What follows belongs to an exercise in optimizing a design on an open flow for small area, a short achievable clock period and few clock cycles per item; a production flow would make more cautious choices. The RTL was checked by simulation tests, not by an equivalence proof against the original design.

File: flow/config.mk
export PLATFORM = sky130hd
export DESIGN_NAME = md_ctrl
export DESIGN_NICKNAME = md_ctrl
export VERILOG_FILES = /design/flow/design.v
export SDC_FILE = /design/flow/constraint.sdc
export NUM_CORES = 4
export LEC_CHECK = 0
export CAP_MARGIN = 20
export CORE_MARGIN = 2
export CORE_UTILIZATION = 40
export SLEW_MARGIN = 20
File: flow/constraint.sdc
create_clock -name core_clock -period 80.0 [get_ports {Clk}]
set_input_delay 16.0000 -clock core_clock [delete_from_list [all_inputs] [get_ports {Clk}]]
set_output_delay 16.0000 -clock core_clock [all_outputs]
set_load 0.01 [all_outputs]
File: flow/design.v
module md_ctrl (
   input  logic        Clk,
   input  logic        Reset,
   input  logic        Start,
   input  logic [2:0]  Op,
   input  logic [31:0] A,
   input  logic [31:0] B,
   input  logic        Flush,
   output logic        Busy,
   output logic [31:0] HI,
   output logic [31:0] LO
);
   logic        r_busy;
   logic        r_ph;       
   logic        r_div;      
   logic        r_uns;      
   logic [2:0]  r_cnt;      
   logic        r_qn;       
   logic        r_rn;       
   logic        r_y15;      
   logic [31:0] r_a;        
   logic [31:0] r_b;        
   logic [31:0] r_p;        
   logic [31:0] r_hi;
   logic [31:0] r_lo;
   logic [16:0] w_z;
   logic        w_msg;
   logic [33:0] w_m;
   logic [47:0] w_rows [8];
   logic [47:0] w_negs;
   logic [47:0] w_acc;
   logic [47:0] w_ext;
   logic [47:0] w_sum;
   always_comb begin
      w_z   = r_ph ? {r_b[31:16], r_y15} : {r_b[15:0], 1'b0};
      w_msg = ~r_uns & r_a[31];
      w_m   = {w_msg, w_msg, r_a};
      w_negs = '0;
      for (int j = 0; j < 8; j++) begin
         logic z0, z1, z2, neg, one, two;
         logic [33:0] sel;
         z0  = w_z[2*j];
         z1  = w_z[2*j+1];
         z2  = w_z[2*j+2];
         neg = z2 & ~(z1 & z0);
         one = z1 ^ z0;
         two = (z2 & ~z1 & ~z0) | (~z2 & z1 & z0);
         sel = ({34{one}} & w_m) | ({34{two}} & {w_m[32:0], 1'b0});
         sel = sel ^ {34{neg}};
         w_rows[j] = 48'({~sel[33], sel[32:0]}) << (2*j);
         w_negs[2*j] = neg;
      end
      w_acc = r_ph ? 48'({~r_p[31], r_p[30:0]}) : 48'd0;
      w_ext = (r_ph & r_uns & r_b[31]) ? {r_a, 16'd0} : 48'd0;
      w_sum = w_rows[0] + w_rows[1] + w_rows[2] + w_rows[3] +
              w_rows[4] + w_rows[5] + w_rows[6] + w_rows[7] +
              w_negs + w_acc + w_ext +
              (r_ph ? 48'h5555_8000_0000 : 48'h5556_0000_0000);
   end
   function automatic logic [5:0] bitlen(input logic [31:0] v);
      bitlen = 6'd0;
      for (int i = 0; i < 32; i++)
         if (v[i]) bitlen = 6'(i + 1);
   endfunction
   logic        w_an, w_bn;
   logic [31:0] w_ua, w_ub;
   logic [5:0]  w_la, w_lb;
   logic        w_bz;
   logic        w_short;    
   logic [5:0]  w_nq;       
   logic [2:0]  w_c;        
   logic [2:0]  w_sk;       
   logic [63:0] w_norm;
   always_comb begin
      w_an    = ~r_uns & r_a[31];
      w_bn    = ~r_uns & r_b[31];
      w_ua    = w_an ? (32'd0 - r_a) : r_a;
      w_ub    = w_bn ? (32'd0 - r_b) : r_b;
      w_la    = bitlen(w_ua);
      w_lb    = bitlen(w_ub);
      w_bz    = (r_b == 32'd0);
      w_short = (w_la < w_lb);
      w_nq    = w_la - w_lb + 6'd4;
      w_c     = w_nq[4:2];
      w_sk    = 3'd0 - w_nq[4:2];
      w_norm  = {32'd0, w_ua} << {w_sk, 2'b00};
   end
   logic [31:0] w_r [5];
   logic [31:0] w_q [5];
   logic [31:0] w_rf, w_qf;
   always_comb begin
      w_r[0] = r_p;
      w_q[0] = r_a;
      for (int i = 0; i < 4; i++) begin
         logic [32:0] t;
         t = {w_r[i], w_q[i][31]} - {1'b0, r_b};
         w_r[i+1] = t[32] ? {w_r[i][30:0], w_q[i][31]} : t[31:0];
         w_q[i+1] = {w_q[i][30:0], ~t[32]};
      end
      w_rf = r_rn ? (32'd0 - w_r[4]) : w_r[4];
      w_qf = r_qn ? (32'd0 - w_q[4]) : w_q[4];
   end
   always_ff @(posedge Clk) begin
      if (!Reset) begin
         r_busy <= 1'b0;
         r_hi   <= 32'd0;
         r_lo   <= 32'd0;
      end else if (!r_busy) begin
         if (Start && !Flush) begin
            case (Op)
               3'd0, 3'd1, 3'd2, 3'd3: r_busy <= 1'b1;
               3'd4: r_hi <= A;
               3'd5: r_lo <= A;
               default: ;
            endcase
         end
      end else if (Flush) begin
         r_busy <= 1'b0;
      end else if (!r_div) begin
         if (r_ph) begin
            r_busy <= 1'b0;
            r_hi   <= w_sum[47:16];
            r_lo   <= {w_sum[15:0], r_b[15:0]};
         end
      end else if (!r_ph) begin
         if (w_bz) begin
            r_busy <= 1'b0;
         end else if (w_short) begin
            r_busy <= 1'b0;
            r_hi   <= r_a;
            r_lo   <= 32'd0;
         end
      end else if (r_cnt == 3'd1) begin
         r_busy <= 1'b0;
         r_hi   <= w_rf;
         r_lo   <= w_qf;
      end
   end
   always_ff @(posedge Clk) begin
      if (!r_busy) begin
         r_ph  <= 1'b0;
         r_div <= Op[1];
         r_uns <= Op[0];
         r_a   <= A;
         r_b   <= B;
      end else begin
         r_ph <= 1'b1;
         if (!r_div) begin
            if (!r_ph) begin
               r_p        <= w_sum[47:16];
               r_b[15:0]  <= w_sum[15:0];
               r_y15      <= r_b[15];
            end
         end else if (!r_ph) begin
            r_qn  <= w_an ^ w_bn;
            r_rn  <= w_an;
            r_cnt <= w_c;
            r_p   <= w_norm[63:32];
            r_a   <= w_norm[31:0];
            r_b   <= w_ub;
         end else begin
            r_cnt <= r_cnt - 3'd1;
            r_p   <= w_r[4];
            r_a   <= w_q[4];
         end
      end
   end
   assign Busy = r_busy;
   assign HI   = r_hi;
   assign LO   = r_lo;
endmodule
File: flow/run.sh
#!/bin/bash
# synth_recipe.tcl (not shown) runs the flow's synth.tcl, then flattens the netlist and writes it again
# the make line also repeats each setting of config.mk as NAME=value (left out here)
make -C /OpenROAD-flow-scripts/flow DESIGN_CONFIG=/design/flow/config.mk WORK_HOME=/design/flow/orfs CLKGATE_MAP_FILE= SYNTH_SCRIPT=/design/flow/synth_recipe.tcl finish
==> metrics.yaml, run 1 <==
synth.ff_latch_count: 170
post_synth_num_cell_types: 109
clk_pin_slew_ps: 80
unrepaired_setup_endpoints_after_global_routing: "no"
antenna_violations_before_repair: 7
fp.dieArea_um2: 93980
clock_tree.buffer_depth: 2
synth_top_area_frac: 0.1394
aggregate_negative_setup_slack_ps: 0
slew_headroom: 0.1500
synthesis.yosys.warnings: 4
final_min_period_over_clock_period: 0.2255
drt-wirelength-per-cell_um: 30.23
critical-path-max-stage-delay_ps: 850
drt_drc_violations_left: 0
finalHoldViolCount: 0
cp_data_arrival_time_ps: 18420
dp.final_hpwl_um: 130700
run_status: "no timing/DRC/antenna violations"
global_route.usage.total: 0.3631
synth.largest_area_cell: "sky130_fd_sc_hd__fa_1"
final_weighted_congestion_in_routability_driven_placement: 1.076
chipWidth_um: 306.6
critical-path-top-cell-by-count: "sky130_fd_sc_hd__buf_4"
synth-main-ff-cell: "sky130_fd_sc_hd__edfxtp_1"
crit_path_top_delay_cell: "sky130_fd_sc_hd__o41ai_1"
cts.hold.buffers_added: 0
final_core_utilization: 0.4399
drive_above_1_share: 0.05672
sequential_to_total_area_share_from_yosys_stat: 0.1214
final_max_slew_viol_count: 0
fmax_ghz: 0.05543
cts.sinks: 170
fin_skew_ps: 19.20
holdCritPathClass: "reg -> reg"
drtPass1Iterations: 6
synth_edf_count: 104
drt.antenna.violating_nets: 0
cts_tree: "built"
io_pins: 136
wl_final_um: 174200
worst_ep_required_time_ps: 80380
ctsRootBufferMaster: "sky130_fd_sc_hd__clkbuf_16"
drv_cap: 0
worst_skew_pair.late_latency_ps: 490
multi_input_comb_area_um2: 29510
postSynth.asyncResetShare: 0
synthesis.instances: 4634
die_y_um: 306.6
cts_setup_buffers: 0
final_critical_delay_including_setup_and_external_delays_ps: 18040
cts-htree-levels: 4
worstPathMaxFanout: 60
cts_resized: 0
n_fill_cell: 9128
average_cell_area_after_synthesis_um2: 7.902
place.port_buffers: 135
cts_buffers: 17
synthTopCellsByArea: "sky130_fd_sc_hd__fa_1 (14%), sky130_fd_sc_hd__xnor2_1 (10%), sky130_fd_sc_hd__ha_1 (9.6%)"
synth.net_count: 5241
grt_start_max_net_pins: 83
setup-violations-final: 0
initialDrtViolationCount: 5591
grt_first_pass_wirelength_um: 251300
via_count: 37630
design.core.area_um2: 90420
layoutNonFillerInstCount: 5762
floorplan.initialDensity: 0.4050
avgViaCountPerCell: 6.531
max_slew.worst_pin.slew_ps: 1240
sequential_cell_area_um2: 4452
path_class: "reg -> reg"
vias_in_the_first_global_route: 35910
timing.critical_path.to_type: "flop"
timing.critical_path.from_type: "flop"
synthesis.area_um2: 36620
finish.net_count: 5178
rows: 110
area_delta_synth_final_pct: 8.631
post-place-cells: 5728
gr-total-overflow: 0
## synthesized netlist by cell type (all sizes together), types with 14 or more instances
cell type and instances:
a211oi 31, a21boi 23, a21o 93, a21oi 322, a221oi 34, a22oi 258
a31oi 38, a41oi 19, and2 57, and3 21, buf 65, clkbuf 260
dfxtp 66, edfxtp 104, fa 255, ha 281, inv 406, mux2 33
mux2i 65, nand2 370, nand2b 42, nand3 90, nand4 32, nor2 315
nor2b 53, nor3 68, nor3b 15, nor4 22, o211a 31, o211ai 31
o21a 36, o21ai 251, o21bai 44, o221ai 17, o31ai 20, o41ai 16
or2 14, or3 31, or4 14, xnor2 437, xor2 114
## layer usage
layer / track usage / routed length, um
met1: 0.4847 / 69130
met2: 0.5205 / 70700
met3: 0.1203 / 23620
met4: 0.1842 / 10670
met5: 0 / 32
## metrics by stage
step / hold WS, ps / instance area, um^2 / worst slack, ps
after global routing: 514.0 / 39770 / 61240
after floorplan: 418.9 / 36620 / 62590
final: 492.6 / 39780 / 61960
after global placement: 479.1 / 39130 / 61750
after CTS: 494.5 / 39770 / 62120
after detailed placement: 483.3 / 39130 / 61690
## cell families after synthesis
family | Yosys count | share of synthesized area
buffers and inverters | 737 | 0.07712
muxes | 98 | 0.02792
xor gates and xnor gates | 551 | 0.1324
and+or+nand+nor | 1166 | 0.1512
adders and majority gates | 536 | 0.2354
DFF | 170 | 0.1214
AOI/OAI and AO/OA | 1376 | 0.2546
## sequential cells by signal (all words and copies together), names as in the netlist
| name | count |
|---|---|
| r_cnt | 3 |
| r_busy | 1 |
| r_a | 32 |
| r_y15 | 1 |
| r_div | 1 |
| r_hi | 32 |
| r_uns | 1 |
| r_ph | 1 |
| r_p | 32 |
| r_rn | 1 |
| r_qn | 1 |
| r_lo | 32 |
| r_b | 32 |
## worst max-delay path, delay by kind of cell, from the launching register on
kind,cells,cell delay (ps)
multiplexers,1,470
adder cells (fa/ha/maj),5,1930
buffers and inverters,9,2900
AO/OA/AOI/OAI,24,7700
flip-flops,1,450
AND/OR/NAND/NOR,14,3670
XOR/XNOR,3,650
## path summary, 6_finish.rpt
| check | cells after the start | endpoint | slack [ps] | startpoint |
|---|---|---|---|---|
| worst min register to register | 2 | r_lo[25] | 490 | r_lo[25] |
| worst min-delay path | 2 | r_lo[25] | 490 | r_lo[25] |
| worst max-delay path | 56 | r_lo[10] | 61960 | r_b[10] |
| worst max register to register | 56 | r_lo[10] | 61960 | r_b[10] |
## cell usage in the layout, fill, tap and decap left out, drive strengths merged, types with 104 or more instances in the layout
cell type      count
nand2            370
inv              416
nor2             315
buf              109
fa               255
edfxtp           104
xor2             114
ha               281
a21oi            322
a22oi            258
xnor2            437
clkdlybuf4s50    134
o21ai            251
## final cells by class
class / instances / share of cell area
multi-input combinational: 3727 / 0.7418
sequential: 170 / 0.1119
timing repair buffer: 243 / 0.05416
inverter: 412 / 0.03888
tap: 1176 / 0.03699
clock buffer: 17 / 0.01069
clock inverter: 15 / 0.005441
antenna: 2 / 0.0001258
Testbench counts, summed over its fixed seeds: cycles 14,152, items 4,800.
==> run 2, diff against run 1 <==
--- a/flow/design.v
+++ b/flow/design.v
@@ -12,4 +12,6 @@
 );
-   logic        r_busy;
+   logic        r_busy;     
+   logic        r_busy_o;   
    logic        r_ph;       
+   logic        r_fix;      
    logic        r_div;      
@@ -25,3 +27,11 @@
    logic [31:0] r_lo;
+   logic        w_a16, w_b16, w_swap, w_mshort;
+   always_comb begin
+      w_a16    = (r_a[31:15] == 17'd0) | (~r_uns & (r_a[31:15] == '1));
+      w_b16    = (r_b[31:15] == 17'd0) | (~r_uns & (r_b[31:15] == '1));
+      w_swap   = ~r_ph & ~w_b16 & w_a16;
+      w_mshort = w_a16 | w_b16;
+   end
    logic [16:0] w_z;
+   logic [31:0] w_mc;
    logic        w_msg;
@@ -34,5 +44,11 @@
    always_comb begin
-      w_z   = r_ph ? {r_b[31:16], r_y15} : {r_b[15:0], 1'b0};
-      w_msg = ~r_uns & r_a[31];
-      w_m   = {w_msg, w_msg, r_a};
+      if (r_ph)
+         w_z = {r_b[31:16], r_y15};
+      else if (w_swap)
+         w_z = {r_a[15:0], 1'b0};
+      else
+         w_z = {r_b[15:0], 1'b0};
+      w_mc  = w_swap ? r_b : r_a;
+      w_msg = ~r_uns & w_mc[31];
+      w_m   = {w_msg, w_msg, w_mc};
       w_negs = '0;
@@ -87,5 +103,25 @@
    end
+   function automatic logic [33:0] bksub(input logic [32:0] x,
+                                         input logic [32:0] y);
+      logic [32:0] p, g, pp, gg, c;
+      p = x ^ ~y;
+      g = x & ~y;
+      gg = g;
+      gg[0] = g[0] | p[0];    
+      pp = p;
+      for (int i = 1; i <= 6; i++)
+         for (int j = (1 << i) - 1; j < 33; j += (1 << i)) begin
+            gg[j] = gg[j] | (pp[j] & gg[j - (1 << (i-1))]);
+            pp[j] = pp[j] & pp[j - (1 << (i-1))];
+         end
+      for (int i = 6; i > 0; i--)
+         for (int j = (1 << i) + (1 << (i-1)) - 1; j < 33; j += (1 << i)) begin
+            gg[j] = gg[j] | (pp[j] & gg[j - (1 << (i-1))]);
+            pp[j] = pp[j] & pp[j - (1 << (i-1))];
+         end
+      c = {gg[31:0], 1'b1};
+      bksub = {gg[32], p ^ c};
+   endfunction
    logic [31:0] w_r [5];
    logic [31:0] w_q [5];
-   logic [31:0] w_rf, w_qf;
    always_comb begin
@@ -94,9 +130,22 @@
       for (int i = 0; i < 4; i++) begin
-         logic [32:0] t;
-         t = {w_r[i], w_q[i][31]} - {1'b0, r_b};
-         w_r[i+1] = t[32] ? {w_r[i][30:0], w_q[i][31]} : t[31:0];
-         w_q[i+1] = {w_q[i][30:0], ~t[32]};
-      end
-      w_rf = r_rn ? (32'd0 - w_r[4]) : w_r[4];
-      w_qf = r_qn ? (32'd0 - w_q[4]) : w_q[4];
+         logic [33:0] t;
+         t = bksub({w_r[i], w_q[i][31]}, {1'b0, r_b});
+         w_r[i+1] = t[33] ? t[31:0] : {w_r[i][30:0], w_q[i][31]};
+         w_q[i+1] = {w_q[i][30:0], t[33]};
+      end
+   end
+   logic w_done;
+   logic w_issue;
+   always_comb begin
+      w_issue = Start & ~Flush & ~Op[2];
+      if (Flush)
+         w_done = 1'b1;
+      else if (!r_div)
+         w_done = r_ph | w_mshort;
+      else if (r_fix)
+         w_done = 1'b1;
+      else if (!r_ph)
+         w_done = w_bz | w_short;
+      else
+         w_done = (r_cnt == 3'd1) & ~r_qn & ~r_rn;
    end
@@ -104,34 +153,39 @@
       if (!Reset) begin
-         r_busy <= 1'b0;
-         r_hi   <= 32'd0;
-         r_lo   <= 32'd0;
+         r_busy   <= 1'b0;
+         r_busy_o <= 1'b0;
+      end else begin
+         r_busy   <= r_busy   ? ~w_done : w_issue;
+         r_busy_o <= r_busy_o ? ~w_done : w_issue;
+      end
+   end
+   always_ff @(posedge Clk) begin
+      if (!Reset) begin
+         r_hi <= 32'd0;
+         r_lo <= 32'd0;
       end else if (!r_busy) begin
          if (Start && !Flush) begin
-            case (Op)
-               3'd0, 3'd1, 3'd2, 3'd3: r_busy <= 1'b1;
-               3'd4: r_hi <= A;
-               3'd5: r_lo <= A;
-               default: ;
-            endcase
+            if (Op == 3'd4) r_hi <= A;
+            if (Op == 3'd5) r_lo <= A;
          end
       end else if (Flush) begin
-         r_busy <= 1'b0;
+         ;
       end else if (!r_div) begin
          if (r_ph) begin
-            r_busy <= 1'b0;
-            r_hi   <= w_sum[47:16];
-            r_lo   <= {w_sum[15:0], r_b[15:0]};
-         end
+            r_hi <= w_sum[47:16];
+            r_lo <= {w_sum[15:0], r_b[15:0]};
+         end else if (w_mshort) begin
+            r_hi <= {{16{w_sum[47]}}, w_sum[47:32]};
+            r_lo <= w_sum[31:0];
+         end
+      end else if (r_fix) begin
+         r_hi <= r_rn ? (32'd0 - r_p) : r_p;
+         r_lo <= r_qn ? (32'd0 - r_a) : r_a;
       end else if (!r_ph) begin
-         if (w_bz) begin
-            r_busy <= 1'b0;
-         end else if (w_short) begin
-            r_busy <= 1'b0;
-            r_hi   <= r_a;
-            r_lo   <= 32'd0;
-         end
-      end else if (r_cnt == 3'd1) begin
-         r_busy <= 1'b0;
-         r_hi   <= w_rf;
-         r_lo   <= w_qf;
+         if (!w_bz && w_short) begin
+            r_hi <= r_a;
+            r_lo <= 32'd0;
+         end
+      end else if (r_cnt == 3'd1 && !r_qn && !r_rn) begin
+         r_hi <= w_r[4];
+         r_lo <= w_q[4];
       end
@@ -141,2 +195,3 @@
          r_ph  <= 1'b0;
+         r_fix <= 1'b0;
          r_div <= Op[1];
@@ -164,6 +219,7 @@
             r_a   <= w_q[4];
-         end
-      end
-   end
-   assign Busy = r_busy;
+            if (r_cnt == 3'd1) r_fix <= 1'b1;
+         end
+      end
+   end
+   assign Busy = r_busy_o;
    assign HI   = r_hi;
==> run 2 against run 1 <==
Worst setup slack worse by 1.3 ps. Critical path type is now in -> reg. Highest routed layer unchanged. Synthesized area increased by 4.1%. Largest cell class unchanged. Cell area up 4.7%. Still clean on timing, DRC and antenna.
==> metrics.yaml, run 2 <==
run_status: "no timing/DRC/antenna violations"
wl_final_um: 187500
grt_first_pass_wirelength_um: 268800
slew_headroom: 0.09856
rows: 113
synth_top_area_frac: 0.1653
max_slew.worst_pin.slew_ps: 1343
cts_tree: "built"
synth_most_common_cell: "sky130_fd_sc_hd__inv_1"
chipWidth_um: 312.8
drt.antenna.violating_nets: 0
final_core_utilization: 0.4397
timing.critical_path.to_type: "flop"
postSynth.asyncResetShare: 0
vias_in_the_first_global_route: 36950
fp.dieArea_um2: 97830
critical-path-max-stage-delay_ps: 490
clock_tree.buffer_depth: 2
synthesis.area_um2: 38140
top_library_cells_by_usage_in_the_layout_fill_and_taps_aside: "sky130_fd_sc_hd__inv_1 (415), sky130_fd_sc_hd__xnor2_1 (351), sky130_fd_sc_hd__a21oi_1 (341)"
synthesis.yosys.warnings: 4
worstPathMaxFanout: 61
cp_data_arrival_time_ps: 18420
place.port_buffers: 135
final_critical_delay_including_setup_and_external_delays_ps: 18040
finish.net_count: 5304
dp.final_hpwl_um: 142700
setup_ws_ps: 61960
drive_above_1_share: 0.07540
cts_setup_buffers: 0
gr-total-overflow: 0
die_y_um: 312.8
initialDrtViolationCount: 5772
ctsRootBufferMaster: "sky130_fd_sc_hd__clkbuf_16"
synth.net_count: 5356
drt-wirelength-per-cell_um: 31.65
global_route.usage.total: 0.3772
worst_skew_pair.late_latency_ps: 530
synth_edf_count: 104
fmax_ghz: 0.05542
synthesis.instances: 4694
worst_ep_required_time_ps: 80380
aggregate_negative_setup_slack_ps: 0
most_common_cell_after_layout_fill_and_taps_aside: "sky130_fd_sc_hd__inv_1"
cts_buffers: 17
synthTopCellsByArea: "sky130_fd_sc_hd__fa_1 (17%), sky130_fd_sc_hd__ha_1 (9.1%), sky130_fd_sc_hd__edfxtp_1 (8.2%)"
path_cells: "clkdlybuf4s50_1 > nor2_1 > a2111o_1 > a21oi_1 > a21boi_4 > buf_4 > a21boi_0 > a31oi_1"
area_delta_synth_final_pct: 9.225
unrepaired_setup_endpoints_after_global_routing: "no"
synth.top_cells.by_count: "sky130_fd_sc_hd__inv_1 (415), sky130_fd_sc_hd__xnor2_1 (356), sky130_fd_sc_hd__a21oi_1 (341)"
via_count: 38840
holdCritPathClass: "reg -> reg"
drtPass1Iterations: 9
crit_path_top_delay_cell: "sky130_fd_sc_hd__buf_4"
finalHoldViolCount: 0
average_cell_area_after_synthesis_um2: 8.125
timing.critical_path.from_type: "input port"
dp_slack_ps: 61470
cts.hold.buffers_added: 0
design.core.area_um2: 94730
final_max_slew_viol_count: 0
drv_cap: 0
synth-main-ff-cell: "sky130_fd_sc_hd__edfxtp_1"
setup-violations-final: 0
floorplan.initialDensity: 0.4026
fin_skew_ps: 20.72
grt_start_max_net_pins: 67
clk_pin_slew_ps: 80
synth.ff_latch_count: 172
final_min_period_over_clock_period: 0.2255
antenna_violations_before_repair: 11
cts-htree-levels: 4
path_class: "in -> reg"
cts_resized: 0
synth.largest_area_cell: "sky130_fd_sc_hd__fa_1"
drt_drc_violations_left: 0
post_synth_num_cell_types: 95
sequential_to_total_area_share_from_yosys_stat: 0.1176
io_pins: 136
avgViaCountPerCell: 6.557
final_weighted_congestion_in_routability_driven_placement: 1.138
cts.sinks: 172
## run 2: cell count changes in the layout (fill, tap and decap cells not counted), sizes merged, moves of 29 or more
| cell | delta |
|---|---|
| a22oi | -29 |
| buf | +35 |
| fa | +60 |
| mux2 | +49 |
| mux2i | +64 |
| nand2 | -46 |
| nor2 | -40 |
| xnor2 | -79 |
| xor2 | +42 |
## run 2: cell families (layout without fill, tap and decap cells)
family | count (synthesis) | in the layout | share of synthesized area
and+or+nand+nor | 1064 | 1064 | 0.1336
muxes | 211 | 211 | 0.05807
buffers and inverters | 774 | 735 | 0.07693
AOI/OAI and AO/OA | 1366 | 1366 | 0.2381
adders and majority gates | 591 | 591 | 0.2559
DFF | 172 | 172 | 0.1176
other | 0 | 3 | 0
xor gates and xnor gates | 516 | 516 | 0.1198
## run 2: cell type report
type | instances | area (um^2)
antenna | 3 | 7.507
timing repair buffer | 279 | 2434
inverter | 424 | 1592
sequential | 172 | 4493
clock inverter | 13 | 156.4
clock buffer | 19 | 475.5
tap | 1265 | 1583
fill | 9635 | 53070
multi-input combinational | 3748 | 30920
## run 2: critical path: cells and delay by family
family	cells	cell delay [ps]
AO/OA/AOI/OAI	5	1390
buffers and inverters	2	960
AND/OR/NAND/NOR	1	50
## run 2: final timing paths
| check | slack, ps | to | from | cells past startpoint |
|---|---|---|---|---|
| hold / removal | 480 | r_busy_o | r_busy_o | 1 |
| setup reg to reg | 62750 | r_hi[12] | r_a[31] | 50 |
| setup / recovery | 61960 | r_hi[28] | Start | 8 |
| hold reg to reg | 480 | r_busy_o | r_busy_o | 1 |
## run 2: stage by stage
stage / instances / hold WS, ps / instance area [um^2]
after global placement: 5886 / 461.9 / 40950
after floorplan: 4694 / 353.8 / 38140
after CTS: 5918 / 481.4 / 41580
after global routing: 5920 / 512.5 / 41650
final: 5923 / 475.7 / 41660
after detailed placement: 5886 / 461.4 / 40950
## run 2: metal layers
metal / track usage / routed length [um]
met1: 0.4776 / 71000
met2: 0.5346 / 75280
met3: 0.1433 / 26170
met4: 0.2395 / 14690
met5: 0.01886 / 336
Testbench counts of run 2, summed over its fixed seeds: cycles 13,576, items 4,800.
==> run 3, diff against run 2 <==
==> flow/flow/run.sh (new file) <==
#!/bin/bash
# Standard layout, except that the port buffers are buf_2 cells rather than
# the default delay buffers, so the fixed input/output delays are not
# lengthened by the port buffers themselves.
set -euo pipefail
export BUFFER_PORTS_ARGS="-buffer_cell sky130_fd_sc_hd__buf_2"
bash standard.sh finish > standard_flow.log 2>&1
==> flow/standard.sh (new file) <==
#!/bin/bash
# synth_recipe.tcl (not shown) runs the flow's synth.tcl, then flattens the netlist and writes it again
# the make line also repeats each setting of config.mk as NAME=value (left out here)
make -C /OpenROAD-flow-scripts/flow DESIGN_CONFIG=/design/flow/config.mk WORK_HOME=/design/flow/orfs CLKGATE_MAP_FILE= SYNTH_SCRIPT=/design/flow/synth_recipe.tcl "${@:-finish}"
removed: flow/run.sh
==> run 3 against run 2 <==
Routed wire length is 2.3% lower. Maximum frequency is 2.3% higher. Non-clock buffer count stayed put. First-iteration DRC count is 3.6% higher. Global-route usage is 0.94 points lower. Still clean. Critical endpoint unchanged. Critical path depth stayed put. Clock skew is 7.7 ps higher. Largest cell class unchanged. Utilization is 0.62 points lower. Cell area is 1.4% lower.
==> metrics.yaml, run 3 <==
slew_headroom: 0.1310
setup.worst_path.start: "Start"
cts_buffers: 17
synth-main-ff-cell: "sky130_fd_sc_hd__edfxtp_1"
dp_slack_ps: 61860
n_fill_cell: 9592
min-delay-start: "r_busy_o"
synth.net_count: 5356
final_core_utilization: 0.4335
global_route.usage.total: 0.3679
synth_top_area_frac: 0.1653
final_max_slew_viol_count: 0
gr-total-overflow: 0
aggregate_negative_setup_slack_ps: 0
final_weighted_congestion_in_routability_driven_placement: 1.146
sequential_to_total_area_share_from_yosys_stat: 0.1176
most_common_cell_after_layout_fill_and_taps_aside: "sky130_fd_sc_hd__inv_1"
wl_final_um: 183200
design.core.area_um2: 94730
drv_cap: 0
fin_worst_hold_slack_ps: 484.8
synth.ff_latch_count: 172
cts-htree-levels: 4
r2r-start: "r_a[31]"
final_min_period_over_clock_period: 0.2204
avgViaCountPerCell: 6.588
setup-violations-final: 0
worst_ep_required_time_ps: 80380
place.port_buffers: 135
drt_drc_violations_left: 0
synthesis.area_um2: 38140
clk_pin_slew_ps: 80
final_critical_delay_including_setup_and_external_delays_ps: 17630
via_count: 39100
floorplan.initialDensity: 0.4026
rows: 113
finalHoldViolCount: 0
setup_ws_ps: 62370
r2r_slack_ps: 62410
max_slew.worst_pin.slew_ps: 1294
post_synth_num_cell_types: 95
unrepaired_setup_endpoints_after_global_routing: "no"
drive_above_1_share: 0.1044
worst_skew_pair.late_latency_ps: 540
fin_skew_ps: 28.44
synth_most_common_cell: "sky130_fd_sc_hd__inv_1"
grt_start_max_net_pins: 82
average_cell_area_after_synthesis_um2: 8.125
drt-wirelength-per-cell_um: 30.86
worstPathMaxFanout: 61
grt_first_pass_wirelength_um: 262300
io_pins: 136
path_class: "in -> reg"
drt.antenna.violating_nets: 0
synthesis.yosys.warnings: 4
synthesis.instances: 4694
vias_in_the_first_global_route: 36690
cts_setup_buffers: 0
die_y_um: 312.8
initialDrtViolationCount: 5978
synthTopCellsByArea: "sky130_fd_sc_hd__fa_1 (17%), sky130_fd_sc_hd__ha_1 (9.1%), sky130_fd_sc_hd__edfxtp_1 (8.2%)"
chipWidth_um: 312.8
fmax_ghz: 0.05672
postSynth.asyncResetShare: 0
cts_tree: "built"
top_library_cells_by_usage_in_the_layout_fill_and_taps_aside: "sky130_fd_sc_hd__inv_1 (415), sky130_fd_sc_hd__xnor2_1 (352), sky130_fd_sc_hd__a21oi_1 (341)"
synth.top_cells.by_count: "sky130_fd_sc_hd__inv_1 (415), sky130_fd_sc_hd__xnor2_1 (356), sky130_fd_sc_hd__a21oi_1 (341)"
dp.final_hpwl_um: 138500
ctsRootBufferMaster: "sky130_fd_sc_hd__clkbuf_16"
cts.hold.buffers_added: 0
synth.largest_area_cell: "sky130_fd_sc_hd__fa_1"
cts_resized: 0
area_delta_synth_final_pct: 7.680
cts.sinks: 172
clock_tree.buffer_depth: 2
antenna_violations_before_repair: 15
timing.critical_path.from_type: "input port"
holdCritPathClass: "reg -> reg"
drtPass1Iterations: 10
run_status: "no timing/DRC/antenna violations"
fp.dieArea_um2: 97830
cp_data_arrival_time_ps: 18010
finish.net_count: 5304
timing.critical_path.to_type: "flop"
synth_edf_count: 104
run 3: cell count changes in the layout (fill, tap and decap cells not counted), sizes merged:
cell | before | now
buf | 144 | 278
inv | 427 | 428
clkbuf | 20 | 19
clkdlybuf4s50 | 134 | 0
diode | 3 | 15
run 3: logic make-up (layout without fill, tap and decap cells):
| kind of cell | after synthesis | after routing | synth area share |
|---|---|---|---|
| AO/OA/AOI/OAI | 1366 | 1366 | 0.2381 |
| AND/OR/NAND/NOR | 1064 | 1064 | 0.1336 |
| buffers and inverters | 774 | 735 | 0.07693 |
| adder cells (fa/ha/maj) | 591 | 591 | 0.2559 |
| XOR/XNOR | 516 | 516 | 0.1198 |
| multiplexers | 211 | 211 | 0.05807 |
| flip-flops | 172 | 172 | 0.1176 |
| other | 0 | 15 | 0 |
run 3: per-layer routing:
layer | vias to the layer above | wire length (um) | track usage
met1 | 18890 | 68320 | 0.4601
met3 | 743 | 27060 | 0.1624
met2 | 2950 | 73060 | 0.5109
met5 | - | 246 | 0.006286
li1 | 16490 | - | -
met4 | 24 | 14490 | 0.2363
run 3: metrics by stage:
stage	instances	area (um^2)
after detailed placement	5879	40250
after global routing	5922	41030
after floorplan	4694	38140
after CTS	5911	40880
after global placement	5879	40240
final	5935	41070
run 3: final timing paths:
path	endpoint	depth (start not counted)
setup / recovery	r_hi[28]	8
hold / removal	r_busy_o	1
setup reg to reg	r_hi[5]	51
hold reg to reg	r_busy_o	1
run 3: cell type report:
class	instances	area, um^2	share of cell area
timing repair buffer	279	1798	0.04378
clock inverter	14	182.7	0.004448
inverter	424	1592	0.03875
multi-input combinational	3748	30930	0.7532
tap	1265	1583	0.03854
clock buffer	18	450.4	0.01097
antenna	15	37.54	0.0009140
sequential	172	4493	0.1094
run 3: worst max-delay path, cell delays in order:
cell and delay (ps):
sky130_fd_sc_hd__buf_2 90, sky130_fd_sc_hd__nor2_1 40, sky130_fd_sc_hd__a2111o_1 410, sky130_fd_sc_hd__a21oi_1 200, sky130_fd_sc_hd__a21boi_4 190, sky130_fd_sc_hd__buf_4 460
sky130_fd_sc_hd__a21boi_0 440, sky130_fd_sc_hd__a31oi_1 150
==> run 4, diff against run 3 <==
--- a/flow/design.v
+++ b/flow/design.v
@@ -39,3 +39,3 @@
    logic [47:0] w_rows [8];
-   logic [47:0] w_negs;
+   logic [7:0]  w_neg;
    logic [47:0] w_acc;
@@ -53,5 +53,4 @@
       w_m   = {w_msg, w_msg, w_mc};
-      w_negs = '0;
       for (int j = 0; j < 8; j++) begin
-         logic z0, z1, z2, neg, one, two;
+         logic z0, z1, z2, one, two;
          logic [33:0] sel;
@@ -60,3 +59,3 @@
          z2  = w_z[2*j+2];
-         neg = z2 & ~(z1 & z0);
+         w_neg[j] = z2 & ~(z1 & z0);
          one = z1 ^ z0;
@@ -64,12 +63,13 @@
          sel = ({34{one}} & w_m) | ({34{two}} & {w_m[32:0], 1'b0});
-         sel = sel ^ {34{neg}};
+         sel = sel ^ {34{w_neg[j]}};
          w_rows[j] = 48'({~sel[33], sel[32:0]}) << (2*j);
-         w_negs[2*j] = neg;
-      end
-      w_acc = r_ph ? 48'({~r_p[31], r_p[30:0]}) : 48'd0;
+      end
+      for (int j = 0; j < 7; j++)
+         w_rows[j+1][2*j] = w_neg[j];
+      w_acc = 48'({~(r_ph & r_p[31]), r_p[30:0] & {31{r_ph}}});
       w_ext = (r_ph & r_uns & r_b[31]) ? {r_a, 16'd0} : 48'd0;
+      w_ext[14] = w_neg[7];
       w_sum = w_rows[0] + w_rows[1] + w_rows[2] + w_rows[3] +
               w_rows[4] + w_rows[5] + w_rows[6] + w_rows[7] +
-              w_negs + w_acc + w_ext +
-              (r_ph ? 48'h5555_8000_0000 : 48'h5556_0000_0000);
+              w_acc + w_ext + 48'h5555_8000_0000;
    end
@@ -92,4 +92,4 @@
       w_bn    = ~r_uns & r_b[31];
-      w_ua    = w_an ? (32'd0 - r_a) : r_a;
-      w_ub    = w_bn ? (32'd0 - r_b) : r_b;
+      w_ua    = (r_fix ? r_qn : w_an) ? (32'd0 - r_a) : r_a;
+      w_ub    = (r_fix ? r_rn : w_bn) ? (32'd0 - r_b) : r_b;
       w_la    = bitlen(w_ua);
@@ -165,8 +165,4 @@
       end else if (!r_busy) begin
-         if (Start && !Flush) begin
-            if (Op == 3'd4) r_hi <= A;
-            if (Op == 3'd5) r_lo <= A;
-         end
-      end else if (Flush) begin
-         ;
+         if (Start && !Flush && Op == 3'd4) r_hi <= A;
+         if (Start && !Flush && Op == 3'd5) r_lo <= A;
       end else if (!r_div) begin
@@ -180,4 +176,4 @@
       end else if (r_fix) begin
-         r_hi <= r_rn ? (32'd0 - r_p) : r_p;
-         r_lo <= r_qn ? (32'd0 - r_a) : r_a;
+         r_hi <= w_ub;
+         r_lo <= w_ua;
       end else if (!r_ph) begin
@@ -219,3 +215,6 @@
             r_a   <= w_q[4];
-            if (r_cnt == 3'd1) r_fix <= 1'b1;
+            if (r_cnt == 3'd1) begin
+               r_fix <= 1'b1;
+               r_b   <= w_r[4];
+            end
          end
--- a/flow/config.mk
+++ b/flow/config.mk
@@ -9,3 +9,3 @@
 export CORE_MARGIN = 2
-export CORE_UTILIZATION = 40
+export CORE_UTILIZATION = 55
 export SLEW_MARGIN = 20
==> run 4 against run 3 <==
Die area is 30% lower. Count of clock-buffer cells in the layout is 1 lower. Critical endpoint is now r_lo[10]. Synthesized cell count is 4.9% lower. Cell count is 11% lower. Maximum frequency is 1.7% higher. Still clean on timing, DRC and antenna. Utilization is 16 points higher. Register-to-register slack better by 1500 ps. Sequential share of layout area is 0.61 points higher.
==> metrics.yaml, run 4 <==
run_status: "no timing/DRC/antenna violations"
fmax_ghz: 0.05767
final_weighted_congestion_in_routability_driven_placement: 1.143
wl_final_um: 169400
final_critical_delay_including_setup_and_external_delays_ps: 17340
drive_above_1_share: 0.09810
floorplan.initialDensity: 0.5556
synth_edf_count: 104
setup-violations-final: 0
clock_tree.buffer_depth: 2
post_synth_num_cell_types: 92
die_y_um: 261.9
max_slew.worst_pin.slew_ps: 1333
vias_in_the_first_global_route: 33630
critical-path-max-stage-delay_ps: 560
r2r_slack_ps: 63860
fin_skew_ps: 19.77
drt-wirelength-per-cell_um: 31.95
clk_pin_slew_ps: 100
synthesis.instances: 4463
worst_skew_pair.late_latency_ps: 490
area_delta_synth_final_pct: 6.288
min-delay-start: "r_lo[25]"
postSynth.asyncResetShare: 0
design.core.area_um2: 65860
synth.top_cells.by_count: "sky130_fd_sc_hd__inv_1 (403), sky130_fd_sc_hd__xnor2_1 (366), sky130_fd_sc_hd__fa_1 (313)"
cts_resized: 0
drtPass1Iterations: 10
dp.final_hpwl_um: 128600
drv_cap: 0
cp_data_arrival_time_ps: 17740
crit_path_top_delay_cell: "sky130_fd_sc_hd__buf_4"
place.port_buffers: 135
synth.ff_latch_count: 172
via_count: 37370
worst_ep_required_time_ps: 80390
cts.hold.buffers_added: 0
holdCritPathClass: "reg -> reg"
synth-main-ff-cell: "sky130_fd_sc_hd__edfxtp_1"
chipWidth_um: 261.9
final_max_slew_viol_count: 0
final_min_period_over_clock_period: 0.2168
synthesis.yosys.warnings: 4
timing.critical_path.to_type: "flop"
critPathTopFamily: "buffers and inverters"
rows: 94
gr-total-overflow: 0
cts_tree: "built"
drt.antenna.violating_nets: 0
r2r-start: "r_a[31]"
global_route.usage.total: 0.4877
synthTopCellsByArea: "sky130_fd_sc_hd__fa_1 (17%), sky130_fd_sc_hd__ha_1 (9.4%), sky130_fd_sc_hd__xnor2_1 (8.8%)"
synth.largest_area_cell: "sky130_fd_sc_hd__fa_1"
fp.dieArea_um2: 68610
cp_num_buf_inv: 2
top_library_cells_by_usage_in_the_layout_fill_and_taps_aside: "sky130_fd_sc_hd__inv_1 (401), sky130_fd_sc_hd__xnor2_1 (362), sky130_fd_sc_hd__fa_1 (313)"
cts_buffers: 17
worst-path-stages: 7
dp_slack_ps: 62230
r2r_end: "r_hi[20]"
cts_setup_buffers: 0
path_cells: "buf_2 > nand2b_1 > nor3_1 > a21o_2 > buf_4 > o311ai_0 > o211a_1"
timing.critical_path.from_type: "input port"
synth.net_count: 5123
cts.sinks: 172
worst_case_reg_to_reg_path_depth: 54
finalHoldViolCount: 0
grt_start_max_net_pins: 149
avgViaCountPerCell: 7.049
synth_top_area_frac: 0.1712
ctsRootBufferMaster: "sky130_fd_sc_hd__clkbuf_16"
hold_end: "r_lo[25]"
aggregate_negative_setup_slack_ps: 0
antenna_violations_before_repair: 13
timing.hold.worst_path_depth: 1
setup_ws_ps: 62660
unrepaired_setup_endpoints_after_global_routing: "no"
grt_first_pass_wirelength_um: 240200
path_class: "in -> reg"
synthesis.area_um2: 36590
sequential_to_total_area_share_from_yosys_stat: 0.1226
slew_headroom: 0.1081
drt_drc_violations_left: 0
cts-htree-levels: 4
synth_most_common_cell: "sky130_fd_sc_hd__inv_1"
most_common_cell_after_layout_fill_and_taps_aside: "sky130_fd_sc_hd__inv_1"
initialDrtViolationCount: 5987
worstPathMaxFanout: 64
average_cell_area_after_synthesis_um2: 8.199
finish.net_count: 5071
io_pins: 136
-- run 4: cell types whose count changed after synthesis, sizes merged, moves of 22 or more --
| cell | delta |
|---|---|
| a21oi | -42 |
| clkbuf | -33 |
| nand3 | -23 |
| nor3 | -22 |
| o211ai | +22 |
| xor2 | -69 |
-- run 4: metal layers --
metal	share of wire	GRT usage
met3	0.15	0.1957
met1	0.38	0.6445
met5	0.00092	0.001389
met2	0.39	0.6714
met4	0.077	0.2764
-- run 4: worst max path at each step --
stage	from	endpoint	slack [ps]
2_1_floorplan	Flush	r_lo[14]	62590
3_3_place_gp	Flush	r_lo[10]	62270
3_5_place_dp	Flush	r_lo[10]	62230
4_1_cts	Flush	r_lo[10]	62720
5_1_grt	Flush	r_lo[10]	62560
6_report	Flush	r_lo[10]	62660
-- run 4: cell families (layout without fill, tap and decap cells) --
kind of cell	after synthesis	in the layout	share of synthesized area
muxes	182	182	0.05208
adders and majority gates	589	589	0.2656
buffers and inverters	736	697	0.07625
AOI/OAI and AO/OA	1345	1345	0.2453
DFF	172	172	0.1226
other	0	13	0
xor gates and xnor gates	453	453	0.1086
and+or+nand+nor	986	986	0.1296
-- run 4: final cells by class --
type	instances	area, um^2
Timing Repair Buffer	255	1590
Tap cell	864	1081
Clock buffer	17	425.4
Fill cell	6139	26970
Clock inverter	15	221.5
Multi-Input combinational cell	3555	29510
Sequential cell	172	4493
Inverter	410	1539
Antenna cell	13	32.53
-- run 4: per-stage QoR --
stage	hold slack (ps)	instance area [um^2]	instances	utilization
floorplan	390.0	36590	4463	-
detailed placement	480.4	38150	5254	0.5793
global placement	477.6	38150	5254	0.5793
finish	504.6	38890	5301	0.5905
global route	536.7	38860	5288	0.5900
CTS	502.7	38800	5286	0.5891
Testbench counts of run 4, summed over its fixed seeds: cycles 13,576, items 4,800.
==> run 5, diff against run 4 <==
--- a/flow/config.mk
+++ b/flow/config.mk
@@ -10,2 +10,3 @@
 export CORE_UTILIZATION = 55
+export GPL_TIMING_DRIVEN = 1
 export SLEW_MARGIN = 20
==> run 5 against run 4 <==
Sequential share of layout area unchanged. Utilization did not move. Synthesized cell count is the same. Critical path type unchanged. Critical endpoint unchanged.
==> metrics.yaml, run 5 <==
clk_pin_slew_ps: 100
wl_final_um: 169400
gr-total-overflow: 0
drv_cap: 0
io_pins: 136
final_weighted_congestion_in_routability_driven_placement: 1.143
post_synth_num_cell_types: 92
path_class: "in -> reg"
drive_above_1_share: 0.09810
dp_slack_ps: 62230
synth-main-ff-cell: "sky130_fd_sc_hd__edfxtp_1"
worst_ep_required_time_ps: 80390
top_library_cells_by_usage_in_the_layout_fill_and_taps_aside: "sky130_fd_sc_hd__inv_1 (401), sky130_fd_sc_hd__xnor2_1 (362), sky130_fd_sc_hd__fa_1 (313)"
setup_ws_ps: 62660
synth.top_cells.by_count: "sky130_fd_sc_hd__inv_1 (403), sky130_fd_sc_hd__xnor2_1 (366), sky130_fd_sc_hd__fa_1 (313)"
synthesis.instances: 4463
worst_case_reg_to_reg_path_depth: 54
final_min_period_over_clock_period: 0.2168
cts-htree-levels: 4
area_delta_synth_final_pct: 6.288
slew_headroom: 0.1081
ctsRootBufferMaster: "sky130_fd_sc_hd__clkbuf_16"
worst_skew_pair.late_latency_ps: 490
drt.antenna.violating_nets: 0
final_cell_area_um2: 38890
initialDrtViolationCount: 5987
synth_top_area_frac: 0.1712
synth.ff_latch_count: 172
dp.final_hpwl_um: 128600
chipWidth_um: 261.9
cts_tree: "built"
cts.hold.buffers_added: 0
fin_skew_ps: 19.77
sequential_to_total_area_share_from_yosys_stat: 0.1226
aggregate_negative_setup_slack_ps: 0
antenna_violations_before_repair: 13
finish.net_count: 5071
die_y_um: 261.9
holdCritPathClass: "reg -> reg"
timing.critical_path.to_type: "flop"
cts.sinks: 172
vias_in_the_first_global_route: 33630
r2r_end: "r_hi[20]"
drtPass1Iterations: 10
cts_buffers: 17
synthesis.area_um2: 36590
grt_first_pass_wirelength_um: 240200
final_critical_delay_including_setup_and_external_delays_ps: 17340
final_max_slew_viol_count: 0
r2r-start: "r_a[31]"
fp.dieArea_um2: 68610
cts_resized: 0
cts_setup_buffers: 0
synthTopCellsByArea: "sky130_fd_sc_hd__fa_1 (17%), sky130_fd_sc_hd__ha_1 (9.4%), sky130_fd_sc_hd__xnor2_1 (8.8%)"
placed_cell_area_um2: 38150
drt-wirelength-per-cell_um: 31.95
postSynth.asyncResetShare: 0
most_common_cell_after_layout_fill_and_taps_aside: "sky130_fd_sc_hd__inv_1"
worstPathMaxFanout: 64
finalHoldViolCount: 0
fmax_ghz: 0.05767
setup-violations-final: 0
fin_worst_hold_slack_ps: 504.6
synth_edf_count: 104
setup.worst_path.start: "Flush"
max_slew.worst_pin.slew_ps: 1333
rows: 94
synth_most_common_cell: "sky130_fd_sc_hd__inv_1"
average_cell_area_after_synthesis_um2: 8.199
synth.largest_area_cell: "sky130_fd_sc_hd__fa_1"
grt_start_max_net_pins: 149
synthesis.yosys.warnings: 4
run_status: "no timing/DRC/antenna violations"
synth.net_count: 5123
global_route.usage.total: 0.4877
floorplan.initialDensity: 0.5556
crit_end: "r_lo[10]"
cp_data_arrival_time_ps: 17740
drt_drc_violations_left: 0
avgViaCountPerCell: 7.049
unrepaired_setup_endpoints_after_global_routing: "no"
design.core.area_um2: 65860
via_count: 37370
timing.critical_path.from_type: "input port"
r2r_slack_ps: 63860
min-delay-start: "r_lo[25]"
clock_tree.buffer_depth: 2
place.port_buffers: 135
## run 5: cell counts in the layout (fill, tap and decap cells not counted)
Identical to the previous run, type by type.
## run 5: layer usage
layer / up-vias / track usage / wire length (um)
met5: - / 0.001389 / 155
met4: 10 / 0.2764 / 13020
met1: 18220 / 0.6445 / 64180
met3: 660 / 0.1957 / 25250
met2: 2773 / 0.6714 / 66770
li1: 15710 / - / -
## run 5: cell type report
type                       instances  area (um^2)
multi-input combinational       3555        29510
antenna                           13        32.53
fill                            6139        26970
inverter                         410         1539
clock inverter                    15        221.5
sequential                       172         4493
clock buffer                      17        425.4
tap                              864         1081
timing repair buffer             255         1590
## run 5: worst min-delay path by stage
stage	endpoint	slack, ps	cells after the start
4_1_cts	r_lo[29]	500	1
3_5_place_dp	r_lo[29]	480	1
2_1_floorplan	r_ph	390	0
5_1_grt	r_lo[17]	540	1
6_report	r_lo[25]	500	1
3_3_place_gp	r_lo[29]	480	1
## run 5: logic make-up after synthesis
| kind of cell | share of synthesized area |
|---|---|
| compound gates | 0.2453 |
| fa+ha+maj | 0.2656 |
| mux | 0.05208 |
| buf+inv | 0.07625 |
| simple gates | 0.1296 |
| flops | 0.1226 |
| xor+xnor | 0.1086 |
## run 5: worst max-delay path: stages
cell and delay [ps]:
sky130_fd_sc_hd__buf_2 110, sky130_fd_sc_hd__nand2b_1 150, sky130_fd_sc_hd__nor3_1 240, sky130_fd_sc_hd__a21o_2 160, sky130_fd_sc_hd__buf_4 560, sky130_fd_sc_hd__o311ai_0 290, sky130_fd_sc_hd__o211a_1 190
## run 5: through the flow
| step | instances | utilization |
|---|---|---|
| 2_1_floorplan | 4463 | - |
| 3_3_place_gp | 5254 | 0.5793 |
| 3_5_place_dp | 5254 | 0.5793 |
| 4_1_cts | 5286 | 0.5891 |
| 5_1_grt | 5288 | 0.5900 |
| 6_report | 5301 | 0.5905 |
==> run 6, diff against run 5 <==
--- a/flow/config.mk
+++ b/flow/config.mk
@@ -7,6 +7,5 @@
 export LEC_CHECK = 0
-export CAP_MARGIN = 20
+export CAP_MARGIN = 60
 export CORE_MARGIN = 2
 export CORE_UTILIZATION = 55
-export GPL_TIMING_DRIVEN = 1
-export SLEW_MARGIN = 20
+export SLEW_MARGIN = 60
==> run 6 against run 5 <==
Die area unchanged. Clock skew about the same. Worst setup slack better by 99 ps. Count of clock-buffer cells in the layout up 1. Non-clock buffer count up 38. Maximum frequency up 0.57%. Via count up 0.18%. Cell area up 3.4%. Critical endpoint is now LO[4]. Largest cell class unchanged. Highest routed layer unchanged.
==> metrics.yaml, run 6 <==
synth.top_cells.by_count: "sky130_fd_sc_hd__inv_1 (403), sky130_fd_sc_hd__xnor2_1 (366), sky130_fd_sc_hd__fa_1 (313)"
final_core_utilization: 0.6106
path_cells: "buf_2"
crit_path_top_delay_cell: "sky130_fd_sc_hd__dfxtp_1"
synth_top_area_frac: 0.1712
synth.ff_latch_count: 172
cts_setup_buffers: 0
vias_in_the_first_global_route: 33830
synth_most_common_cell: "sky130_fd_sc_hd__inv_1"
fin_worst_hold_slack_ps: 503.6
slew_headroom: 0.5015
chipWidth_um: 261.9
cts_buffers: 17
cts_tree: "built"
timing.critical_path.to_type: "primary output"
io_pins: 136
grt_first_pass_wirelength_um: 241900
finish.net_count: 5109
global_route.usage.total: 0.4899
die_y_um: 261.9
via_count: 37430
place.port_buffers: 135
most_common_cell_after_layout_fill_and_taps_aside: "sky130_fd_sc_hd__inv_1"
timing.critical_path.from_type: "flop"
initialDrtViolationCount: 5858
worst_ep_required_time_ps: 64000
synth.largest_area_cell: "sky130_fd_sc_hd__fa_1"
drt.antenna.violating_nets: 0
cp_num_buf_inv: 1
critPathTopFamily: "flip-flops"
avgViaCountPerCell: 7.012
worst_case_reg_to_reg_path_depth: 55
worstPathMaxFanout: 2
sequential_cell_area_um2: 4493
clk_pin_slew_ps: 90
design.core.area_um2: 65860
worst-path-stages: 1
multi_input_comb_area_um2: 30410
cts.hold.buffers_added: 0
clock_tree.buffer_depth: 2
grt_start_max_net_pins: 80
drv_cap: 0
antenna_violations_before_repair: 8
drt_drc_violations_left: 0
final_min_period_over_clock_period: 0.2155
synthesis.yosys.warnings: 4
unrepaired_setup_endpoints_after_global_routing: "no"
cts.sinks: 172
ctsRootBufferMaster: "sky130_fd_sc_hd__clkbuf_16"
final_cell_area_um2: 40220
placed_cell_area_um2: 39170
final_max_slew_viol_count: 0
timing.hold.worst_path_depth: 1
cts_resized: 0
postSynth.asyncResetShare: 0
worst_skew_pair.late_latency_ps: 490
gr-total-overflow: 0
run_status: "no timing/DRC/antenna violations"
area_delta_synth_final_pct: 9.906
synthesis.instances: 4463
fmax_ghz: 0.05800
floorplan.initialDensity: 0.5556
top_library_cells_by_usage_in_the_layout_fill_and_taps_aside: "sky130_fd_sc_hd__inv_1 (398), sky130_fd_sc_hd__xnor2_1 (335), sky130_fd_sc_hd__fa_1 (313)"
synth.net_count: 5123
fp.dieArea_um2: 68610
synth-main-ff-cell: "sky130_fd_sc_hd__edfxtp_1"
aggregate_negative_setup_slack_ps: 0
rows: 94
holdCritPathClass: "reg -> reg"
sequential_to_total_area_share_from_yosys_stat: 0.1226
final_critical_delay_including_setup_and_external_delays_ps: 17240
synthTopCellsByArea: "sky130_fd_sc_hd__fa_1 (17%), sky130_fd_sc_hd__ha_1 (9.4%), sky130_fd_sc_hd__xnor2_1 (8.8%)"
final_weighted_congestion_in_routability_driven_placement: 1.143
dp.final_hpwl_um: 130200
post_synth_num_cell_types: 92
setup-violations-final: 0
fin_skew_ps: 20.15
drive_above_1_share: 0.1316
path_class: "reg -> out"
cp_data_arrival_time_ps: 1240
average_cell_area_after_synthesis_um2: 8.199
synthesis.area_um2: 36590
synth_edf_count: 104
drtPass1Iterations: 9
cts-htree-levels: 4
drt-wirelength-per-cell_um: 31.72
finalHoldViolCount: 0
wl_final_um: 169300
critical-path-max-stage-delay_ps: 550
n_fill_cell: 6081
max_slew.worst_pin.slew_ps: 742.7
-- run 6: cell counts after synthesis --
No cell type changed its count.
-- run 6: kinds of logic (layout without fill, tap and decap cells) --
kind of cell             count (synthesis)  count (layout)  share of synthesized area
AO/OA/AOI/OAI                         1345            1345                     0.2453
AND/OR/NAND/NOR                        986             986                     0.1296
buffers and inverters                  736             735                    0.07625
adder cells (fa/ha/maj)                589             589                     0.2656
XOR/XNOR                               453             453                     0.1086
multiplexers                           182             182                    0.05208
flip-flops                             172             172                     0.1226
other                                    0              12                          0
-- run 6: path summary, 6_finish.rpt --
path | from | to | slack (ps)
hold reg to reg | r_lo[25] | r_lo[25] | 500
setup reg to reg | r_a[31] | r_hi[12] | 64780
setup / recovery | r_lo[4] | LO[4] | 62760
hold / removal | r_lo[25] | r_lo[25] | 500
-- run 6: layout make-up --
cell class / count / share of cell area
Clock inverter: 14 / 0.005165
Sequential cell: 172 / 0.1117
Tap cell: 864 / 0.02688
Timing Repair Buffer: 293 / 0.04984
Clock buffer: 18 / 0.01120
Inverter: 410 / 0.03830
Antenna cell: 12 / 0.0007467
Multi-Input combinational cell: 3555 / 0.7561
-- run 6: layer usage --
metal  GRT usage  vias to the layer above  part of all wire
met1      0.6449                    18260              0.38
met4      0.2790                        8             0.074
met5    0.004167                        -           0.00044
li1            -                    15760                 -
met3      0.1929                      618              0.15
met2      0.6797                     2782              0.40
-- run 6: stage by stage --
step	cells	setup slack [ps]
final	5338	62760
after global routing	5326	62720
after CTS	5319	62730
after detailed placement	5287	62240
after global placement	5254	62270
after floorplan	4463	62590
==> run 7, diff against run 6 <==
--- a/flow/config.mk
+++ b/flow/config.mk
@@ -7,5 +7,5 @@
 export LEC_CHECK = 0
-export CAP_MARGIN = 60
+export CAP_MARGIN = 20
 export CORE_MARGIN = 2
-export CORE_UTILIZATION = 55
-export SLEW_MARGIN = 60
+export CORE_UTILIZATION = 40
+export SLEW_MARGIN = 20
==> run 7 against run 6 <==
Largest cell class unchanged. Die area rose by 37%. Synthesized cell count is the same. Sequential cell count unchanged. Worst hold slack lost 2.5 ps. Worst setup slack worse by 140 ps. Register-to-register slack lost 930 ps. Cell count grew 5.2%. Via count down 1.7%.
==> metrics.yaml, run 7 <==
drv_cap: 0
cts.sinks: 172
cts_resized: 0
via_count: 36810
post-place-cells: 5576
die_y_um: 306.5
synthesis.area_um2: 36590
synth.net_count: 5123
post_synth_num_cell_types: 92
setup-violations-final: 0
path_class: "in -> reg"
synth_top_area_frac: 0.1712
synthesis.instances: 4463
top_library_cells_by_usage_in_the_layout_fill_and_taps_aside: "sky130_fd_sc_hd__inv_1 (401), sky130_fd_sc_hd__xnor2_1 (363), sky130_fd_sc_hd__fa_1 (313)"
fmax_ghz: 0.05754
aggregate_negative_setup_slack_ps: 0
drive_above_1_share: 0.09905
final_min_period_over_clock_period: 0.2172
layoutNonFillerInstCount: 5618
r2r_end: "r_hi[20]"
synth-main-ff-cell: "sky130_fd_sc_hd__edfxtp_1"
synthesis.yosys.warnings: 4
timing.critical_path.from_type: "input port"
wl_final_um: 171800
run_status: "no timing/DRC/antenna violations"
final_max_slew_viol_count: 0
synth.top_cells.by_count: "sky130_fd_sc_hd__inv_1 (403), sky130_fd_sc_hd__xnor2_1 (366), sky130_fd_sc_hd__fa_1 (313)"
fp.dieArea_um2: 93910
cts_setup_buffers: 0
unrepaired_setup_endpoints_after_global_routing: "no"
dp_slack_ps: 62190
synth.largest_area_cell: "sky130_fd_sc_hd__fa_1"
fin_worst_hold_slack_ps: 501.1
r2r_slack_ps: 63850
final_weighted_congestion_in_routability_driven_placement: 1.104
worst_skew_pair.late_latency_ps: 490
cts_tree: "built"
n_fill_cell: 9155
min-delay-start: "r_lo[21]"
holdCritPathClass: "reg -> reg"
cts-htree-levels: 4
worst_case_reg_to_reg_path_depth: 54
synth_most_common_cell: "sky130_fd_sc_hd__inv_1"
chipWidth_um: 306.5
fin_skew_ps: 22.94
area_delta_synth_final_pct: 7.266
cp_data_arrival_time_ps: 17770
worstPathMaxFanout: 64
cts_buffers: 17
grt_start_max_net_pins: 68
most_common_cell_after_layout_fill_and_taps_aside: "sky130_fd_sc_hd__inv_1"
clk_pin_slew_ps: 90
slew_headroom: 0.1475
timing.critical_path.to_type: "flop"
place.port_buffers: 135
drt.antenna.violating_nets: 0
clock_tree.buffer_depth: 2
worst_ep_required_time_ps: 80390
postSynth.asyncResetShare: 0
ctsRootBufferMaster: "sky130_fd_sc_hd__clkbuf_16"
synth.ff_latch_count: 172
drt-wirelength-per-cell_um: 30.58
sequential_to_total_area_share_from_yosys_stat: 0.1226
cts.hold.buffers_added: 0
global_route.usage.total: 0.3574
r2r-start: "r_a[31]"
rows: 110
drt_drc_violations_left: 0
hold_end: "r_lo[21]"
timing.hold.worst_path_depth: 1
final_critical_delay_including_setup_and_external_delays_ps: 17380
finish.net_count: 5079
max_slew.worst_pin.slew_ps: 1279
design.core.area_um2: 90290
synthTopCellsByArea: "sky130_fd_sc_hd__fa_1 (17%), sky130_fd_sc_hd__ha_1 (9.4%), sky130_fd_sc_hd__xnor2_1 (8.8%)"
dp.final_hpwl_um: 132100
setup_ws_ps: 62620
gr-total-overflow: 0
finalHoldViolCount: 0
average_cell_area_after_synthesis_um2: 8.199
grt_first_pass_wirelength_um: 244800
io_pins: 136
initialDrtViolationCount: 5310
avgViaCountPerCell: 6.552
antenna_violations_before_repair: 19
vias_in_the_first_global_route: 33880
floorplan.initialDensity: 0.4053
synth_edf_count: 104
drtPass1Iterations: 12
==> run 7: worst max-delay path: stages <==
cell and delay (ps):
sky130_fd_sc_hd__buf_2 100, sky130_fd_sc_hd__nand2b_1 140, sky130_fd_sc_hd__nor3_1 280, sky130_fd_sc_hd__a21o_2 180, sky130_fd_sc_hd__buf_4 560, sky130_fd_sc_hd__o311ai_0 270, sky130_fd_sc_hd__o211a_1 190
==> run 7: cells by family after synthesis <==
kind of cell / count (synthesis) / share of synthesized area
and+or+nand+nor: 986 / 0.1296
adders and majority gates: 589 / 0.2656
DFF: 172 / 0.1226
buffers and inverters: 736 / 0.07625
muxes: 182 / 0.05208
AOI/OAI and AO/OA: 1345 / 0.2453
xor gates and xnor gates: 453 / 0.1086
==> run 7: final cells by class <==
class	instances	area, um^2	share of cell area
multi-input combinational	3555	29500	0.7516
sequential	172	4493	0.1145
timing repair buffer	263	1637	0.04170
inverter	410	1539	0.03921
tap	1176	1471	0.03749
clock buffer	18	439.2	0.01119
clock inverter	14	146.4	0.003730
antenna	10	25.02	0.0006376
==> run 7: worst max path at each step <==
stage	start	to	slack, ps	depth (start not counted)
6_report	Flush	r_lo[10]	62620	7
5_1_grt	Flush	r_lo[10]	62440	7
4_1_cts	Flush	r_hi[0]	62690	7
3_5_place_dp	Flush	r_lo[10]	62190	7
3_3_place_gp	Flush	r_hi[0]	62260	7
2_1_floorplan	Flush	r_lo[14]	62590	7
==> run 7: through the flow <==
step                utilization  cell area (um^2)
global route             0.4345             39230
CTS                      0.4343             39210
finish                   0.4347             39250
floorplan                     -             36590
global placement         0.4276             38610
detailed placement       0.4278             38620
==> run 7: routing by layer <==
layer  track usage  routed length [um]  vias up
li1              -                   -    15710
met1        0.4674               65800    17960
met2        0.5083               69830     2542
met3        0.1181               23000      581
met4        0.2164               13110       10
met5             0                  67        -

==> re-timing with driven ports <==
In the flow no input, the clock included, has a driving cell. The finished layouts below were timed again as built, in two steps.
Step 1 (the two cells are an assumption about what drives the block):
set clk [get_ports {Clk}]
set_driving_cell -lib_cell sky130_fd_sc_hd__clkbuf_16 $clk
set_driving_cell -lib_cell sky130_fd_sc_hd__buf_2 [delete_from_list [all_inputs] $clk]
Step 2, shift: input delay + t, output delay - t, t = (earliest + latest rising clock arrival at the registers) / 2. This alone moves slack from input paths to output paths.
Three values: no drivers, after step 1, after step 2; two values: the first two.
run | shift t [ns] | setup WS [ns] | worst setup path at the end
run 1 | 0.546 | 61.959 / 61.959 / 61.579 | input to register
run 2 | 0.577 | 61.957 / 61.993 / 61.416 | input to register
run 3 | 0.584 | 62.370 / 62.409 / 61.825 | input to register
run 4 | 0.544 | 62.659 / 62.700 / 62.155 | input to register
run 5 | 0.544 | 62.659 / 62.700 / 62.155 | input to register
run 6 | 0.546 | 62.758 / 62.694 / 62.297 | input to register
run 7 | 0.532 | 62.622 / 62.581 / 62.128 | input to register
After both steps every run listed still meets setup and hold. For run 3, which loses most, drivers alone change the setup slack by +0.039 ns; drivers and shift together by -0.545 ns.
